What follows belongs to an exercise in optimizing a design on an open flow for a short achievable clock period and few clock cycles; a production flow would make more cautious choices. The RTL was checked by simulation tests, not by an equivalence proof against the original design. Power figures rest on the tool's default switching activity, not on a simulated workload.

`config.mk`:
```
export PLATFORM = sky130hd
export DESIGN_NAME = l2_tlb_tag_lookup
export DESIGN_NICKNAME = l2_tlb_tag_lookup
export VERILOG_FILES = /design/flow/design.v
export SDC_FILE = /design/flow/constraint.sdc
export NUM_CORES = 4
export LEC_CHECK = 0
export CAP_MARGIN = 20
export CORE_MARGIN = 8
export CORE_UTILIZATION = 55
export SETUP_SLACK_MARGIN = 3.0
export SLEW_MARGIN = 20
export TNS_END_PERCENT = 100
```
`constraint.sdc`:
```
create_clock -name core_clock -period 5.5 [get_ports {clk}]
set_input_delay 1.1000 -clock core_clock [delete_from_list [all_inputs] [get_ports {clk}]]
set_output_delay 1.1000 -clock core_clock [all_outputs]
set_load 0.01 [all_outputs]
```
`design.v`:
```
`timescale 1ns/1ps
module l2_tlb_tag_lookup #(
    parameter  int SETS  = 16,
    parameter  int VPN_W = 31,
    localparam int IW    = $clog2(SETS)
) (
    input  logic             clk,
    input  logic             reset_n,
    input  logic             req_valid,
    output logic             req_ready,
    input  logic [VPN_W-1:0] req_vpn,
    input  logic             req_passthrough,
    input  logic             flush,
    output logic             resp_valid,
    output logic [4:0]       resp_hitsVec,
    output logic             resp_miss,
    output logic [IW-1:0]    resp_idx,
    output logic [3:0]       resp_valid_way,
    output logic             ptw_req_valid,
    input  logic             ptw_req_ready,
    output logic [VPN_W-1:0] ptw_req_vpn,
    input  logic             ptw_resp_valid,
    input  logic             ptw_resp_error,
    output logic             refill_valid,
    output logic [1:0]       refill_way,
    output logic [IW-1:0]    refill_idx
);
    localparam int TW = VPN_W - IW;
    logic [3:0]       valid_q [SETS];
    logic [TW-1:0]    tag_q   [4][SETS];
    logic             flush_q;    
    logic [1:0]       rr_q;
    logic             busy_q;     
    logic             preq_q;     
    logic             wait_q;     
    logic             ok_q;       
    logic             armw_q;     
    logic             allv_q;     
    logic [3:0]       wen_q   [SETS];   
    logic [IW-1:0]    fill_idx_q;
    logic [TW-1:0]    fill_tag_q;
    logic [IW-1:0]    req_idx;
    logic [TW-1:0]    req_tag;
    logic [SETS-1:0]  dec;
    logic [3:0]       veff    [SETS];
    logic [3:0]       match   [SETS];
    logic [1:0]       vict_s  [SETS];
    logic [3:0]       vict1h  [SETS];
    logic [3:0]       hitw;
    logic [4:0]       lookup_hits;
    logic [3:0]       set_valid;
    logic [1:0]       victim_way;
    logic             set_allv;
    logic             any_hit;
    logic             accept, miss, hs, fill;
    assign req_idx = req_vpn[IW-1:0];
    assign req_tag = req_vpn[VPN_W-1:IW];
    always_comb begin
        for (int s = 0; s < SETS; s++) begin
            veff[s]   = flush_q ? 4'd0 : valid_q[s];
            vict_s[s] = rr_q;
            for (int w = 3; w >= 0; w--)
                if (!valid_q[s][w]) vict_s[s] = 2'(w);
            for (int w = 0; w < 4; w++)
                vict1h[s][w] = flush_q ? (w == 0) : (vict_s[s] == 2'(w));
        end
    end
    always_comb begin
        for (int s = 0; s < SETS; s++)
            for (int w = 0; w < 4; w++)
                match[s][w] = valid_q[s][w] && (tag_q[w][s] == req_tag);
    end
    always_comb begin
        for (int s = 0; s < SETS; s++) dec[s] = (req_idx == IW'(s));
        hitw       = '0;
        any_hit    = 1'b0;
        set_valid  = '0;
        victim_way = '0;
        set_allv   = 1'b0;
        for (int s = 0; s < SETS; s++) begin
            hitw       = hitw | (match[s] & {4{dec[s]}});
            any_hit    = any_hit | (dec[s] & (|match[s]));
            set_valid  = set_valid | (valid_q[s] & {4{dec[s]}});
            victim_way = victim_way | (vict_s[s] & {2{dec[s]}});
            set_allv   = set_allv | (dec[s] & (&valid_q[s]));
        end
        if (flush_q) begin
            hitw       = '0;
            any_hit    = 1'b0;
            set_valid  = '0;
            victim_way = '0;
            set_allv   = 1'b0;
        end
        lookup_hits = req_passthrough ? 5'b10000 : {1'b0, hitw};
        miss = !req_passthrough && !any_hit;
    end
    assign req_ready     = !busy_q && !flush;
    assign accept        = req_valid && req_ready;
    assign ptw_req_valid = preq_q;
    assign hs            = preq_q && ptw_req_ready;
    assign refill_valid  = armw_q && ptw_resp_valid && !ptw_resp_error && !flush;
    assign fill          = armw_q && ptw_resp_valid && !ptw_resp_error;
    assign refill_idx    = fill_idx_q;
    always_ff @(posedge clk or negedge reset_n) begin
        if (!reset_n) begin
            busy_q         <= 1'b0;
            preq_q         <= 1'b0;
            wait_q         <= 1'b0;
            ok_q           <= 1'b0;
            armw_q         <= 1'b0;
            allv_q         <= 1'b0;
            flush_q        <= 1'b0;
            rr_q           <= 2'd0;
            resp_valid     <= 1'b0;
            resp_miss      <= 1'b0;
            resp_hitsVec   <= '0;
            resp_idx       <= '0;
            resp_valid_way <= '0;
            ptw_req_vpn    <= '0;
            fill_idx_q     <= '0;
            refill_way     <= '0;
            for (int s = 0; s < SETS; s++) wen_q[s] <= '0;
        end else begin
            flush_q    <= flush;
            resp_valid <= accept;
            resp_miss  <= accept && miss;
            if (accept) begin
                resp_hitsVec   <= lookup_hits;
                resp_idx       <= req_idx;
                resp_valid_way <= set_valid;
                ptw_req_vpn    <= req_vpn;
                fill_idx_q     <= req_idx;
                refill_way     <= victim_way;
                allv_q         <= set_allv;
                for (int s = 0; s < SETS; s++)
                    for (int w = 0; w < 4; w++)
                        wen_q[s][w] <= dec[s] && vict1h[s][w];
            end
            if (accept && miss)                       busy_q <= 1'b1;
            else if (wait_q && ptw_resp_valid)        busy_q <= 1'b0;
            if (accept && miss)                       preq_q <= 1'b1;
            else if (hs)                              preq_q <= 1'b0;
            if (accept && miss)                       ok_q <= 1'b1;
            else if (flush)                           ok_q <= 1'b0;
            if (hs)                                   wait_q <= 1'b1;
            else if (ptw_resp_valid)                  wait_q <= 1'b0;
            if (hs)                                   armw_q <= ok_q && !flush;
            else if (flush || ptw_resp_valid)         armw_q <= 1'b0;
            if (refill_valid && allv_q)               rr_q <= rr_q + 2'd1;
        end
    end
    always_ff @(posedge clk or negedge reset_n) begin
        if (!reset_n) begin
            for (int s = 0; s < SETS; s++) valid_q[s] <= '0;
        end else begin
            for (int s = 0; s < SETS; s++)
                for (int w = 0; w < 4; w++)
                    valid_q[s][w] <= veff[s][w] || (fill && wen_q[s][w]);
        end
    end
    always_ff @(posedge clk) begin
        if (accept) fill_tag_q <= req_tag;
        for (int s = 0; s < SETS; s++)
            for (int w = 0; w < 4; w++)
                if (fill && wen_q[s][w]) tag_q[w][s] <= fill_tag_q;
    end
endmodule
```
`run.sh`:
```
#!/bin/bash
# synth_recipe.tcl (not shown) runs the flow's synth.tcl, then flattens the netlist and writes it again
# the make line also repeats each setting of config.mk as NAME=value (left out here)
make -C /OpenROAD-flow-scripts/flow DESIGN_CONFIG=/design/flow/config.mk WORK_HOME=/design/flow/orfs CLKGATE_MAP_FILE= SYNTH_SCRIPT=/design/flow/synth_recipe.tcl finish
```
==> results.toml <==
[worst_hold_path]
hold_class = "input pin to async pin"

[timing]
fin_ws_ns = 2.65
finalHoldViolCount = 0
finalCritPeriodShare_pct = 51.9
finalMaxSlewViolations = 0
min_period_ns = 2.85
relSlewSlack_pct = 15.8
setup_viol = 0
finalClockSkew_ns = 0.0533
fmax_mhz = 351
tightest_slew_ns = 1.26
rsz0062_at_grt = "true"
tns_ns = 0
whs_ns = 0.207

[power_and_ir_drop]
powerDensity_mw_per_mm2 = 334
p_leak_nw = 33.5
intPower_mw = 24.8
switching_share_pct = 24.7
ir_worst_vdd_v = 0.000310
comb_power_share_pct = 10.3
clock_power_share_pct = 39.6
p_sw_mw = 8.14
seqPwrFrac_pct = 50.1

[clock_network]
clk_pin_slew_worst_paths_ns = 0.06
holdBufCountCts = 0
clock_latency_ns = 0.86
cts_tree = "yes"
cts.sinks = 1936
htreeDepth = 4
root_buffer = "clkbuf_16"
clockBufferDepth = 3
numCtsBuffers = 196

[logic_synthesis]
synthDistinctLibCells = 49
synth_seq_cells = 1936
async_flop_share_pct = 9.35
syn_inst = 5255
syn_nets = 5294
ys.flop_type = "edfxtp_1"
synth_area_mm2 = 0.0819
yosysWarnings = 8
synth-seq-area-share_pct = 69.9
synth-edff-count = 1755
syn-mean-instance-area_um2 = 15.6

[flow_run]
maxCapViolCount = 0

[cells_and_area]
drive_gt1_share_pct = 19.8
nNetsFinal = 5885
layout_commonest_cell = "edfxtp_1"
stdcell_count = 7952
design_area_mm2 = 0.0986
area_growth_pct = 20.4
layout_common_cells = "1755 x edfxtp_1, 909 x xnor2_1, 758 x xor2_1"

[detailed_routing]
firstDrtPassIters = 5
num_vias = 52000
drc = 0
dr.first_iter.drc_count = 7659
via_per_inst = 6.54
detail-route-antenna-nets = 0
detail_route.wl_per_cell_um = 39.8
wl_mm = 316

[setup_path]
crit_fanout = 7
cp-start-kind = "input pin"
end_kind = "flip-flop"
cp.arrival_ns = 3.54
cp.required_ns = 6.19
critPathKind = "input pin to flip-flop"

[floorplan]
initial_core_util_pct = 55.4
core_mm2 = 0.148
die_h_um = 402
die_area_mm2 = 0.161
core.rowCount = 141
die_x_um = 402
ioPinCount = 94

[placement]
port_buffers = 93
hpwl_mm = 170
dpl.cell_count = 7270
place_area_mm2 = 0.0862
dp_slack_ns = 0.828
globalplace.congestion = 1.02

[global_route]
first_global_vias = 48800
grt_pass1_wl_mm = 425
grt_max_degree = 124
track_usage_pct = 38.4
antenna_found_initial = 34
grt_remaining_overflow = 0

[run_status]
status = "no timing/DRC/antenna violations"
## critical path, stage by stage
cell and delay [ns]:
buf_16 0.14, buf_16 0.17, buf_12 0.15, xnor2_2 0.13
nand4_1 0.14, nor4_2 0.38, nand4_1 0.31, buf_6 0.25
a41oi_2 0.15, nor4_2 0.08, a41oi_2 0.21, buf_6 0.19
o22ai_2 0.08
## metrics by stage
stage | total power, mW | util (%)
after global placement | 19.6 | 58.3
after floorplan | 18.1 | -
final | 32.9 | 66.7
after CTS | 32.8 | 66.2
after detailed placement | 19.7 | 58.3
after global routing | 33.5 | 66.6
## state kept, by name, indices dropped and copies added (netlist names), 2 cells and up
register        count
fill_tag_q         27
ptw_req_vpn        28
refill_way          2
resp_hitsVec        5
resp_idx            3
resp_valid_way      4
rr_q                2
tag_q            1728
valid_q            64
wen_q              64
## Yosys cell counts, types with 4 or more instances
cell type / n / share of area, %
nand2_1: 269 / 1.2
buf_2: 84 / 0.51
o31ai_1: 33 / 0.30
o22ai_1: 46 / 0.35
dfrtp_1: 181 / 5.5
edfxtp_1: 1755 / 64
a21o_1: 69 / 0.63
inv_1: 30 / 0.14
xor2_1: 760 / 8.1
a41oi_1: 16 / 0.17
a221oi_1: 6 / 0.064
o21ai_0: 46 / 0.28
xnor2_1: 969 / 10
or3_1: 7 / 0.053
or2_2: 4 / 0.031
nor4_1: 269 / 2.1
o41ai_1: 12 / 0.13
and2_1: 64 / 0.49
o211ai_1: 6 / 0.055
a21oi_1: 24 / 0.15
nand2b_1: 5 / 0.038
a32o_1: 7 / 0.086
o211a_1: 5 / 0.061
nand3_1: 32 / 0.20
buf_6: 54 / 0.74
buf_4: 59 / 0.54
a22oi_1: 8 / 0.073
nor2_1: 16 / 0.073
a2111oi_0: 4 / 0.043
nor2b_1: 4 / 0.031
clkbuf_1: 48 / 0.22
nand4_1: 331 / 2.5
nor3_1: 10 / 0.061
## power by group through the flow
| stage | Sequential [mW] | Clock [mW] | Combinational [mW] |
|---|---|---|---|
| finish | 16.5 | 13.0 | 3.40 |
| global route | 16.5 | 13.6 | 3.47 |
| CTS | 16.5 | 13.0 | 3.28 |
| detailed placement | 16.8 | 0 | 2.87 |
| global placement | 16.8 | 0 | 2.86 |
| floorplan | 17.0 | 0 | 1.15 |
## metal layers
| layer | track usage (%) | part of all wire (%) |
|---|---|---|
| met5 | 0 | 0.014 |
| met2 | 58.5 | 45 |
| met4 | 17.2 | 5.3 |
| met3 | 8.98 | 12 |
| met1 | 52.9 | 38 |
## worst paths after layout
path / start / endpoint / slack (ns) / depth (start not counted)
min in group core_clock: fill_tag_q[3] / tag_q[31][3] / 0.46 / 0
worst min-delay path: reset_n / ptw_req_vpn[29] / 0.21 / 1
worst max-delay path: req_vpn[27] / ok_q / 2.65 / 13
worst max register to register: valid_q[9][1] / ok_q / 2.65 / 9
max in group asynchronous: reset_n / valid_q[7][3] / 4.06 / 2
worst min register to register: fill_tag_q[3] / tag_q[31][3] / 0.46 / 0
## final cells by class
cell class,count,area (um^2)
flip-flops and latches,1936,57200
repair buffers,640,7940
clock buffers,275,5430
multi-input cells,3041,24600
diodes,15,37.5
inverters,31,118
clock inverters,84,742
well taps,1930,2410
fillers,10400,49300
## cell families after synthesis
| logic type | share of synthesized area (%) |
|---|---|
| simple gates | 6.83 |
| buf+inv | 2.18 |
| xor+xnor | 18.5 |
| compound gates | 2.56 |
| flops | 69.9 |
## what timing repair did
action | CTS | global route
resized for setup | 674 | 76
setup endpoints to repair | 1457 | 272
pin swaps | 131 | 40
gates cloned | 40 | 0
buffers inserted | 246 | 22
Testbench counts, summed over its fixed seeds: cycles 58,847.

-- static timing again, ports no longer ideal --
The results above use ideal ports. As a check the final layout listed here was re-extracted and re-timed, cells and wires unchanged.
Step 1, drivers: a clkbuf_16 drives clk and a buf_2 each remaining input, both assumed.
Step 2, shift: input delay + t, output delay - t, t = (earliest + latest rising clock arrival at the registers) / 2. This alone moves slack from input paths to output paths.
a / b / c = ideal ports / drivers / drivers and shift; a / b = the first two.
t, ns: 0.909
setup WS [ns]: 2.648 / 2.447 / 1.537
worst hold slack (ns): 0.207 / 0.185 / 0.461
worst setup path after step 2: input to register
clock arrival spread, ns: 0.059 / 0.059
After both steps setup and hold are still met in this run. The setup slack of this run moves by -0.201 ns with the drivers and by -1.111 ns with both steps.
